Background: an optimization exercise with open tools, aiming at small area, a short achievable clock period and few clock cycles per item. Do not read the settings as production practice. Where RTL was checked, it was by simulation tests only, not by an equivalence proof against the original. The clock port is modelled as an ideal driver; clocking choices that lean on that would not hold on a real chip. No activity file was given, so power comes from the tool's default toggle rates.

Setup of the previous run:
==> flow/design.v <==
package conv_pkg;
   localparam int DATA_W = 14;
   localparam int ACC_W  = 28;
   localparam int LANES  = 8;
   typedef logic signed [DATA_W-1:0] data_t;
endpackage
module sel_cell (
   input  logic            sel_n,
   input  logic            keep_n,
   input  conv_pkg::data_t nw,
   input  conv_pkg::data_t old,
   output conv_pkg::data_t y
);
   assign y = ~(({conv_pkg::DATA_W{sel_n}} | nw) & ({conv_pkg::DATA_W{keep_n}} | old));
endmodule
module mac_operand_scatter
#(
   parameter int N_TAPS   = 16,
   parameter int TREE_LAT = 5
) (
   input  logic                      clk,
   input  logic                      reset,
   input  conv_pkg::data_t                     in_data,
   input  logic                      in_valid,
   output logic                      in_ready,
   input  logic                      flush,
   input  logic                      w_we,
   input  logic [$clog2(N_TAPS)-1:0] w_addr,
   input  conv_pkg::data_t                     w_data,
   output logic                      w_err,
   output conv_pkg::data_t [conv_pkg::LANES-1:0]         lane_a,
   output conv_pkg::data_t [conv_pkg::LANES-1:0]         lane_b,
   output logic                      mac_en,
   output logic                      mac_clear,
   output logic                      sum_capture
);
   localparam int L = conv_pkg::LANES;
   logic              r_ph;           
   logic              r_rdy;          
   logic              r_en;           
   logic [3:0]        r_cnt;          
   logic [TREE_LAT+2:0] r_pipe;       
   conv_pkg::data_t   r_a [L];        
   conv_pkg::data_t   r_b [L];        
   conv_pkg::data_t   r_wa [L];       
   conv_pkg::data_t   r_wb [L];       
   logic              w_full;
   logic              w_shift;
   logic              w_sel_n, w_keep_n;
   logic              w_accept;
   logic              w_form;
   logic              w_wr;
   conv_pkg::data_t   w_dn, w_dz;
   assign w_full   = (r_cnt == 4'd15);
   assign in_ready = r_rdy;
   assign w_shift  = in_valid & r_rdy;
   assign w_sel_n  = ~w_shift;
   assign w_keep_n = w_shift;
   assign w_accept = w_shift & ~flush & ~reset;
   assign w_form   = w_accept & w_full;
   assign w_wr     = w_we & ~(r_pipe[0] & w_addr[3]);
   assign w_dn     = ~w_data;
   assign w_dz     = reset ? '0 : w_data;
   for (genvar gi = 0; gi < L; gi++) begin : g_bank
      conv_pkg::data_t w_sa, w_sb, w_na, w_nb;
      if (gi < L - 1) begin : g_mid
         assign w_sa = r_b[gi+1];
         assign w_sb = r_a[gi+1];
      end else begin : g_top
         assign w_sa = r_ph ? ~r_a[0] : ~in_data;
         assign w_sb = r_ph ? in_data : ~r_b[0];
      end
      sel_cell u_na (.sel_n(w_sel_n), .keep_n(w_keep_n), .nw(w_sa), .old(r_b[gi]), .y(w_na));
      sel_cell u_nb (.sel_n(w_sel_n), .keep_n(w_keep_n), .nw(w_sb), .old(r_a[gi]), .y(w_nb));
      logic w_hit, w_hit_a, w_hit_b;
      logic w_sel_a_n, w_keep_a_n, w_sel_b_n, w_keep_b_n;
      conv_pkg::data_t w_wna, w_wnb;
      assign w_hit      = w_wr && w_addr[2:0] == 3'(gi);
      assign w_hit_a    = w_hit & (w_addr[3] != r_ph);
      assign w_hit_b    = w_hit & (w_addr[3] == r_ph);
      assign w_sel_a_n  = ~w_hit_a | reset;
      assign w_keep_a_n = w_hit_a | reset;
      assign w_sel_b_n  = ~w_hit_b & ~reset;
      assign w_keep_b_n = w_hit_b;
      sel_cell u_wna (.sel_n(w_sel_a_n), .keep_n(w_keep_a_n), .nw(w_dn), .old(r_wb[gi]), .y(w_wna));
      sel_cell u_wnb (.sel_n(w_sel_b_n), .keep_n(w_keep_b_n), .nw(w_dz), .old(r_wa[gi]), .y(w_wnb));
      always_ff @(posedge clk) begin
         r_a[gi]  <= w_na;
         r_b[gi]  <= w_nb;
         r_wa[gi] <= w_wna;
         r_wb[gi] <= w_wnb;
      end
      assign lane_a[gi] = r_a[gi];
      assign lane_b[gi] = r_wa[gi];
   end
   always_ff @(posedge clk) begin
      if (reset) begin
         r_ph   <= 1'b0;
         r_rdy  <= 1'b1;
         r_en   <= 1'b0;
         r_cnt  <= '0;
         r_pipe <= '0;
         w_err  <= 1'b0;
      end else begin
         r_ph  <= ~r_ph;
         r_rdy <= flush | ~r_ph | ~(w_full | (w_accept & r_cnt == 4'd14));
         r_en  <= ~flush & (w_form | r_pipe[0]);
         if (flush)                   r_cnt <= '0;
         else if (w_accept & ~w_full) r_cnt <= r_cnt + 1'b1;
         if (flush) r_pipe <= '0;
         else       r_pipe <= {r_pipe[TREE_LAT+1:0], w_form};
         w_err <= w_we & ~w_wr;
      end
   end
   assign mac_en      = r_en;
   assign mac_clear   = r_pipe[0];
   assign sum_capture = r_pipe[TREE_LAT+2];
endmodule
Settings: LEC_CHECK=0, CAP_MARGIN=20, CORE_MARGIN=2, CORE_UTILIZATION=40, SLEW_MARGIN=20, SYNTH_HIERARCHICAL=1, SYNTH_MINIMUM_KEEP_SIZE=0; clock period 5.0 ns.
standard.sh (not shown) runs the stock make flow with config.mk's settings and CLKGATE_MAP_FILE= SYNTH_SCRIPT=/design/flow/synth_recipe.tcl, a recipe that flattens the netlist after the stock synthesis.
==> flow/flow/run.sh <==
#!/bin/bash
# The standard layout, with the port buffers made of the smallest buffer
# cell instead of the one ORFS picks by default.
set -euo pipefail
export BUFFER_PORTS_ARGS="-buffer_cell sky130_fd_sc_hd__buf_1"
bash standard.sh > standard_flow.log 2>&1
Testbench counts of the previous run, summed over its fixed seeds: cycles 4,272, items 2,048.
Inputs modified between the previous run and the current run:
--- a/flow/design.v
+++ b/flow/design.v
@@ -55,6 +55,6 @@
    assign in_ready = r_rdy;
    assign w_shift  = in_valid & r_rdy;
-   assign w_sel_n  = ~w_shift;
-   assign w_keep_n = w_shift;
+   assign w_sel_n  = ~w_shift | reset;
+   assign w_keep_n = w_shift | reset;
    assign w_accept = w_shift & ~flush & ~reset;
    assign w_form   = w_accept & w_full;
Notes after the runs:
Between the current run and the previous run, the core utilization of the finished layout does not differ in any meaningful way.
Number of antenna cells inserted sits lower in the current run than in the previous run.
The current run vs the previous run — required time at the endpoint of the critical path rose 0.02 ns.
Per the comparison of the current run with the previous run, number of enable-type register cells in the synthesized netlist roughly the same; sequential share of layout area roughly the same; synthesized area roughly the same; pin slew with the least headroom to its limit lower.
The number of nets in the final layout of the current run and that of the previous run are within noise of each other.
The current run against the previous run: routed wire length has increased, smallest setup slack after layout saw an increase, number of cells on the critical path now sits higher.
For the current run, only the layout was checked, not whether the RTL still works.

* * *

v6:
Starts from the design.v that is shown in full above.
export LEC_CHECK = 0
export CAP_MARGIN = 20
export CORE_MARGIN = 2
export CORE_UTILIZATION = 70
export PLACE_DENSITY = 0.8
export SETUP_SLACK_MARGIN = 2.95
export SLEW_MARGIN = 20
export SYNTH_HIERARCHICAL = 1
export SYNTH_MINIMUM_KEEP_SIZE = 0
create_clock -name core_clock -period 5.0 [get_ports {clk}]
==> flow/flow/run.sh <==
#!/bin/bash
# The standard layout with these changes:
# - the port buffers are made of the smallest buffer cell instead of the one
#   ORFS picks by default;
# - clock tree synthesis makes clusters of at most 20 registers, each driven
#   by a clkbuf_8;
set -euo pipefail
export BUFFER_PORTS_ARGS="-buffer_cell sky130_fd_sc_hd__buf_1"
export CTS_ARGS="-sink_clustering_enable -repair_clock_nets -sink_clustering_size 20 -sink_clustering_max_diameter 40 -sink_clustering_buffer sky130_fd_sc_hd__clkbuf_8"
export SKIP_CTS_REPAIR_TIMING=1
export POST_CTS_TCL="$PWD/flow/post_cts.tcl"
bash standard.sh > standard_flow.log 2>&1
==> flow/flow/post_cts.tcl <==
proc remove_clock_root {} {
  set block [ord::get_db_block]
  set clk [$block findNet clk]
  set root ""
  foreach it [$clk getITerms] { if {[$it isInputSignal]} { set root [$it getInst] } }
  if {$root eq ""} { puts "remove_clock_root: no root buffer"; return }
  set rootout ""
  foreach it [$root getITerms] { if {[$it isOutputSignal]} { set rootout [$it getNet] } }
  set loads {}
  foreach it [$rootout getITerms] { if {[$it isInputSignal]} { lappend loads $it } }
  if {[llength $loads] + [llength [$clk getITerms]] - 1 > 4} {
    puts "remove_clock_root: root buffer drives [llength $loads] pins, kept"
    return
  }
  foreach it $loads { $it disconnect; $it connect $clk }
  puts "remove_clock_root: removed [$root getName], moved [llength $loads] loads to clk"
  odb::dbInst_destroy $root
  odb::dbNet_destroy $rootout
}

remove_clock_root
estimate_parasitics -placement
report_clock_latency
repair_timing_helper
detailed_placement
check_placement -verbose
estimate_parasitics -placement
report_worst_slack
Testbench counts of v6, summed over its fixed seeds: cycles 4,272, items 2,048.
Input-level comparison between v7 and v6:
diff --git a/flow/design.v b/flow/design.v
--- a/flow/design.v
+++ b/flow/design.v
@@ -35,35 +35,35 @@
    output logic                      sum_capture
 );
    localparam int L = conv_pkg::LANES;
    logic              r_ph;           
    logic              r_rdy;          
    logic              r_en;           
+   logic              r_rst1;         
    logic [3:0]        r_cnt;          
    logic [TREE_LAT+2:0] r_pipe;       
    conv_pkg::data_t   r_a [L];        
    conv_pkg::data_t   r_b [L];        
    conv_pkg::data_t   r_wa [L];       
    conv_pkg::data_t   r_wb [L];       
    logic              w_full;
    logic              w_shift;
    logic              w_sel_n, w_keep_n;
    logic              w_accept;
    logic              w_form;
    logic              w_wr;
-   conv_pkg::data_t   w_dn, w_dz;
+   conv_pkg::data_t   w_dn;
    assign w_full   = (r_cnt == 4'd15);
    assign in_ready = r_rdy;
    assign w_shift  = in_valid & r_rdy;
    assign w_sel_n  = ~w_shift;
    assign w_keep_n = w_shift;
    assign w_accept = w_shift & ~flush & ~reset;
    assign w_form   = w_accept & w_full;
    assign w_wr     = w_we & ~(r_pipe[0] & w_addr[3]);
    assign w_dn     = ~w_data;
-   assign w_dz     = reset ? '0 : w_data;
    for (genvar gi = 0; gi < L; gi++) begin : g_bank
       conv_pkg::data_t w_sa, w_sb, w_na, w_nb;
       if (gi < L - 1) begin : g_mid
          assign w_sa = r_b[gi+1];
          assign w_sb = r_a[gi+1];
       end else begin : g_top
@@ -76,26 +76,27 @@
       logic w_sel_a_n, w_keep_a_n, w_sel_b_n, w_keep_b_n;
       conv_pkg::data_t w_wna, w_wnb;
       assign w_hit      = w_wr && w_addr[2:0] == 3'(gi);
       assign w_hit_a    = w_hit & (w_addr[3] != r_ph);
       assign w_hit_b    = w_hit & (w_addr[3] == r_ph);
       assign w_sel_a_n  = ~w_hit_a | reset;
-      assign w_keep_a_n = w_hit_a | reset;
-      assign w_sel_b_n  = ~w_hit_b & ~reset;
+      assign w_keep_a_n = w_hit_a | reset | r_rst1;
+      assign w_sel_b_n  = ~w_hit_b;
       assign w_keep_b_n = w_hit_b;
       sel_cell u_wna (.sel_n(w_sel_a_n), .keep_n(w_keep_a_n), .nw(w_dn), .old(r_wb[gi]), .y(w_wna));
-      sel_cell u_wnb (.sel_n(w_sel_b_n), .keep_n(w_keep_b_n), .nw(w_dz), .old(r_wa[gi]), .y(w_wnb));
+      sel_cell u_wnb (.sel_n(w_sel_b_n), .keep_n(w_keep_b_n), .nw(w_data), .old(r_wa[gi]), .y(w_wnb));
       always_ff @(posedge clk) begin
          r_a[gi]  <= w_na;
          r_b[gi]  <= w_nb;
          r_wa[gi] <= w_wna;
          r_wb[gi] <= w_wnb;
       end
       assign lane_a[gi] = r_a[gi];
       assign lane_b[gi] = r_wa[gi];
    end
+   always_ff @(posedge clk) r_rst1 <= reset;
    always_ff @(posedge clk) begin
       if (reset) begin
          r_ph   <= 1'b0;
          r_rdy  <= 1'b1;
          r_en   <= 1'b0;
          r_cnt  <= '0;
[summary]
- All of v6 and v7 finish clean.
- v7 against v6; clock buffer count is down by a little under 10%.
- From v6 to v7 the numbers moved as follows: total wire length has increased, time the final worst path needs with I/O delays and setup +0.092 ns, total power consumption of the routed design saw little to no change, fraction of layout instances using a drive strength above 1 climbed 1.2 points.
For v7, only the layout was checked, not whether the RTL still works.

* * *

Starts from the design.v that is shown in full above.
==> flow/config.mk <==
export PLATFORM = sky130hd
export DESIGN_NAME = mac_operand_scatter
export DESIGN_NICKNAME = mac_operand_scatter
export VERILOG_FILES = /design/flow/design.v
export SDC_FILE = /design/flow/constraint.sdc
export NUM_CORES = 4
export LEC_CHECK = 0
export CAP_MARGIN = 20
export CORE_MARGIN = 2
export CORE_UTILIZATION = 70
export CTS_CLUSTER_DIAMETER = 60
export CTS_CLUSTER_SIZE = 30
export PLACE_DENSITY = 0.8
export SETUP_SLACK_MARGIN = 2.9
export SLEW_MARGIN = 20
export SYNTH_HIERARCHICAL = 1
export SYNTH_MINIMUM_KEEP_SIZE = 0
==> flow/constraint.sdc <==
create_clock -name core_clock -period 5.0 [get_ports {clk}]
set_input_delay 1.0000 -clock core_clock [delete_from_list [all_inputs] [get_ports {clk}]]
set_output_delay 1.0000 -clock core_clock [all_outputs]
set_load 0.01 [all_outputs]
==> flow/flow/run.sh <==
#!/bin/bash
# The standard layout with two changes:
# - the port buffers are made of the smallest buffer cell instead of the one
#   ORFS picks by default;
# - after clock tree synthesis the tree's root buffer is removed, so the clock
#   port drives the tree's first level (two buffers) directly; timing is then
#   repaired (post_cts.tcl) instead of before the removal.
set -euo pipefail
export BUFFER_PORTS_ARGS="-buffer_cell sky130_fd_sc_hd__buf_1"
export SKIP_CTS_REPAIR_TIMING=1
export POST_CTS_TCL="$PWD/flow/post_cts.tcl"
bash standard.sh > standard_flow.log 2>&1
Scripts as last shown in full above: flow/flow/post_cts.tcl
Testbench counts at the start, summed over its fixed seeds: cycles 4,272, items 2,048.
Edit:
--- a/flow/design.v
+++ b/flow/design.v
@@ -39,4 +39,5 @@
    logic              r_rdy;          
    logic              r_en;           
+   logic              r_rst1;         
    logic [3:0]        r_cnt;          
    logic [TREE_LAT+2:0] r_pipe;       
@@ -51,5 +52,5 @@
    logic              w_form;
    logic              w_wr;
-   conv_pkg::data_t   w_dn, w_dz;
+   conv_pkg::data_t   w_dn;
    assign w_full   = (r_cnt == 4'd15);
    assign in_ready = r_rdy;
@@ -61,5 +62,4 @@
    assign w_wr     = w_we & ~(r_pipe[0] & w_addr[3]);
    assign w_dn     = ~w_data;
-   assign w_dz     = reset ? '0 : w_data;
    for (genvar gi = 0; gi < L; gi++) begin : g_bank
       conv_pkg::data_t w_sa, w_sb, w_na, w_nb;
@@ -80,9 +80,9 @@
       assign w_hit_b    = w_hit & (w_addr[3] == r_ph);
       assign w_sel_a_n  = ~w_hit_a | reset;
-      assign w_keep_a_n = w_hit_a | reset;
-      assign w_sel_b_n  = ~w_hit_b & ~reset;
+      assign w_keep_a_n = w_hit_a | reset | r_rst1;
+      assign w_sel_b_n  = ~w_hit_b;
       assign w_keep_b_n = w_hit_b;
       sel_cell u_wna (.sel_n(w_sel_a_n), .keep_n(w_keep_a_n), .nw(w_dn), .old(r_wb[gi]), .y(w_wna));
-      sel_cell u_wnb (.sel_n(w_sel_b_n), .keep_n(w_keep_b_n), .nw(w_dz), .old(r_wa[gi]), .y(w_wnb));
+      sel_cell u_wnb (.sel_n(w_sel_b_n), .keep_n(w_keep_b_n), .nw(w_data), .old(r_wa[gi]), .y(w_wnb));
       always_ff @(posedge clk) begin
          r_a[gi]  <= w_na;
@@ -94,4 +94,5 @@
       assign lane_b[gi] = r_wa[gi];
    end
+   always_ff @(posedge clk) r_rst1 <= reset;
    always_ff @(posedge clk) begin
       if (reset) begin
Result: The new run ran to the end with no violations; sequential share of layout area decreases by 0.64 points; cell area increases by 1.2%; global-route usage barely changes; power increases by 2.2%; worst setup slack is worse by 30 ps; routed wire length is about the same; fmax decreases by 1.4%; sequential power is about the same; worst hold slack is better by 5.5 ps; die area is about the same; clock power increases by about 8%.
Only the layout flow was run in the second run of this note; the RTL was not checked for function there.

[what the ideal ports hide]
Ports are ideal in the flow. The routed layouts listed here were re-timed in OpenROAD. Step 1: set_driving_cell puts a clkbuf_16 on clk and a buf_2 on each other input, an assumption about the parent block. Step 2, shift: input delay + t, output delay - t, t = (earliest + latest rising clock arrival at the registers) / 2. This alone moves slack from input paths to output paths. a / b / c = ideal / step 1 / step 2; a / b = the first two.
run | t, ns | setup slack, ns | worst register clock-pin slew, ns
the previous run | 0.585 | 2.087 / 2.087 / 2.020 | 0.07 / 0.07
the current run | 0.597 | 2.305 / 2.302 / 1.704 | 0.06 / 0.06
v6 | 0.423 | 2.876 / 2.907 / 2.499 | 0.11 / 0.11
v7 | 0.432 | 2.784 / 2.815 / 2.392 | 0.11 / 0.11
the first run of note 3 | 0.466 | 2.926 / 2.876 / 2.501 | 0.11 / 0.11
the second run of note 3 | 0.465 | 2.896 / 2.870 / 2.464 | 0.11 / 0.11
After both steps setup and hold are still met in every run listed. The setup slack of the current run, which loses most, moves by -0.003 ns with the drivers and by -0.601 ns with both steps.
